This design comes from an exercise in tuning for small area on the open sky130 flow, not from production work. The RTL was checked by simulation tests, not by an equivalence proof against the original design. Power and IR drop assume default switching activity.

## tage_predictor
module tage_predictor (
	input  logic                       clk,
	input  logic                       rst_n,
	input  logic [tage_pkg::REQ_W-1:0]  i_req,
	input  logic                       i_req_valid,
	output logic                       o_req_ready,
	output logic [tage_pkg::RESP_W-1:0] o_resp,
	output logic                       o_resp_valid,
	input  logic                       i_resp_ready,
	input  logic [tage_pkg::FB_W-1:0]   i_fb,
	input  logic                       i_fb_valid
);
For scale: about 5800 cells after synthesis, about 150 I/O pins, ~96000 um2 of cells after synthesis.
Settings: LEC_CHECK=0, CAP_MARGIN=20, CELL_PAD_IN_SITES_GLOBAL_PLACEMENT=0, CORE_MARGIN=2, CORE_UTILIZATION=70, CTS_BUF_LIST=sky130_fd_sc_hd__clkbuf_8, CTS_CLUSTER_DIAMETER=50, CTS_CLUSTER_SIZE=20, PLACE_DENSITY=0.8, SLEW_MARGIN=30, SYNTH_HIERARCHICAL=1; clock period 10.0 ns.
run.sh (not shown) runs the stock make flow with config.mk's settings and CLKGATE_MAP_FILE= SYNTH_SCRIPT=/design/flow/synth_recipe.tcl, a recipe that flattens the netlist after the stock synthesis.
The baseline ran to the end with no violations.
Edit:
==> flow/flow/run.sh (new file) <==
#!/bin/bash
# The standard layout, with a clock tree built from larger sink clusters than the default and
# without the dummy loads the tree builder adds to balance its branches.
set -euo pipefail
export CTS_ARGS="-sink_clustering_enable -repair_clock_nets -dont_use_dummy_load -sink_clustering_size 20 -sink_clustering_max_diameter 50 -buf_list sky130_fd_sc_hd__clkbuf_8"
bash standard.sh > flow.log 2>&1
==> flow/standard.sh (new file) <==
#!/bin/bash
# synth_recipe.tcl (not shown) runs the flow's synth.tcl, then flattens the netlist and writes it again
# the make line also repeats each setting of config.mk as NAME=value (left out here)
make -C /OpenROAD-flow-scripts/flow DESIGN_CONFIG=/design/flow/config.mk WORK_HOME=/design/flow/orfs CLKGATE_MAP_FILE= SYNTH_SCRIPT=/design/flow/synth_recipe.tcl "${@:-finish}"
Settings changed: CTS_BUF_LIST sky130_fd_sc_hd__clkbuf_8 to not set, CTS_CLUSTER_DIAMETER 50 to not set, CTS_CLUSTER_SIZE 20 to not set.
removed: flow/run.sh
=>
- The new run produced a clean layout
- core utilization went down by 0.91 points
- power came out lower by 4.4%
- die area does not change

Another version of the RTL of tage_predictor (not shown whole).
For scale: roughly 150 I/O pins.
clock: 10.0 ns
lec_check: 0
cap_margin: 20
cell_pad_in_sites_global_placement: 0
core_margin: 2
core_utilization: 70
place_density: 0.8
slew_margin: 30
synth_hierarchical: 1
standard.sh (not shown) runs the stock make flow with config.mk's settings and CLKGATE_MAP_FILE= SYNTH_SCRIPT=/design/flow/synth_recipe.tcl, a recipe that flattens the netlist after the stock synthesis.
==> flow/flow/run.sh <==
#!/bin/bash
# The standard layout (standard.sh) with three changes to how it is made:
#  - synthesis maps logic with an area-oriented ABC script (flow/abc_area_map.script) in place
#    of ORFS's abc_speed.script; everything else in synthesis is unchanged, so the registers
#    and their names are the standard synthesis's;
#  - the clock tree uses larger sink clusters and no dummy balancing loads;
#  - port buffers are the smallest buffer cell.
# Each tool's log is in orfs/logs/ (ORFS's per-step logs); make's output is in flow.log.
set -euo pipefail
W=$PWD
rm -rf "$W/scripts_area"
cp -r "$FLOW_HOME/scripts" "$W/scripts_area"
cp "$W/flow/abc_area_map.script" "$W/scripts_area/abc_speed.script"
export SCRIPTS_DIR="$W/scripts_area"
export CTS_ARGS="-sink_clustering_enable -repair_clock_nets -dont_use_dummy_load -sink_clustering_size 16 -sink_clustering_max_diameter 45 -buf_list sky130_fd_sc_hd__clkbuf_8"
export BUFFER_PORTS_ARGS="-buffer_cell sky130_fd_sc_hd__buf_1"
bash standard.sh > flow.log 2>&1
==> flow/flow/abc_area_map.script <==
&get -n
&st
&dch -f
&nf -R 1000
&put
topo
The starting point passed the timing, design-rule and antenna checks.
Edit:
Settings changed: CORE_UTILIZATION 70 to 78, PLACE_DENSITY 0.8 to 0.86.
After rerunning:
- The changed run produced a clean layout
- non-clock buffer count came out higher by 7
- critical path depth came out lower by 1
- setup slack loses 11 ps
- sequential cell count does not change
- register-to-register slack loses 40 ps
- sequential share of layout area came out higher by 0.12 points
- wire length came out higher by 3.9%
- final cell count came out lower by about 2%
- design area is about the same
- count of clock-buffer cells in the layout came out lower by 3
- global-route usage came out higher by 5.9 points
Edit:
--- a/flow/flow/run.sh
+++ b/flow/flow/run.sh
@@ -14,3 +14,3 @@
 export SCRIPTS_DIR="$W/scripts_area"
-export CTS_ARGS="-sink_clustering_enable -repair_clock_nets -dont_use_dummy_load -sink_clustering_size 16 -sink_clustering_max_diameter 45 -buf_list sky130_fd_sc_hd__clkbuf_8"
+export CTS_ARGS="-sink_clustering_enable -repair_clock_nets -dont_use_dummy_load -sink_clustering_size 14 -sink_clustering_max_diameter 40 -buf_list sky130_fd_sc_hd__clkbuf_8"
 export BUFFER_PORTS_ARGS="-buffer_cell sky130_fd_sc_hd__buf_1"
Settings changed: CAP_MARGIN 20 to 15, CORE_UTILIZATION 78 to 70, PLACE_DENSITY 0.86 to 0.8, SLEW_MARGIN 30 to 15.
The new run finished with timing, DRC and antenna clean.
Power rises slightly.
Non-clock buffer count falls by 12.
Critical path depth rises by 3.
Register-to-register slack is better by 90 ps.
Hold slack is worse by 12 ps.
Clock skew rises by 20 ps.
Final cell count rises by a few percent.
Global-route usage falls by 5.8 points.
Setup slack is worse by 210 ps.
Fmax falls by a few percent.

what the ideal ports hide:
Ports are ideal in the flow. The routed layouts listed here were re-timed in OpenROAD.
Step 1, drivers: a clkbuf_16 drives clk and a buf_2 each remaining input, both assumed.
Step 2 moves the port delays by t, midway between the first and last clock arrival at a register: inputs arrive t later, outputs are due t later. That takes back most of the time a late clock gives input paths.
Slacks: ideal / step 1 / step 2; pairs: ideal / step 1.
run	shift t [ns]	setup slack, ns	worst slew at a driven data input, ns	cell pins on the clock port's net
the first run of note 1	1.027	2.344 / 2.367 / 1.339	0.20	1
the second run of note 1	1.003	2.324 / 2.343 / 1.340	0.21	1
the first run of note 2	1.009	1.960 / 2.018 / 1.009	0.19	1
the second run of note 2	0.982	1.949 / 2.001 / 1.019	0.18	1
the third run of note 2	1.010	1.737 / 1.795 / 0.785	0.19	1
After both steps setup and hold are still met in every run listed. The setup slack of the first run of note 1, which loses most, moves by +0.023 ns with the drivers and by -1.005 ns with both steps.
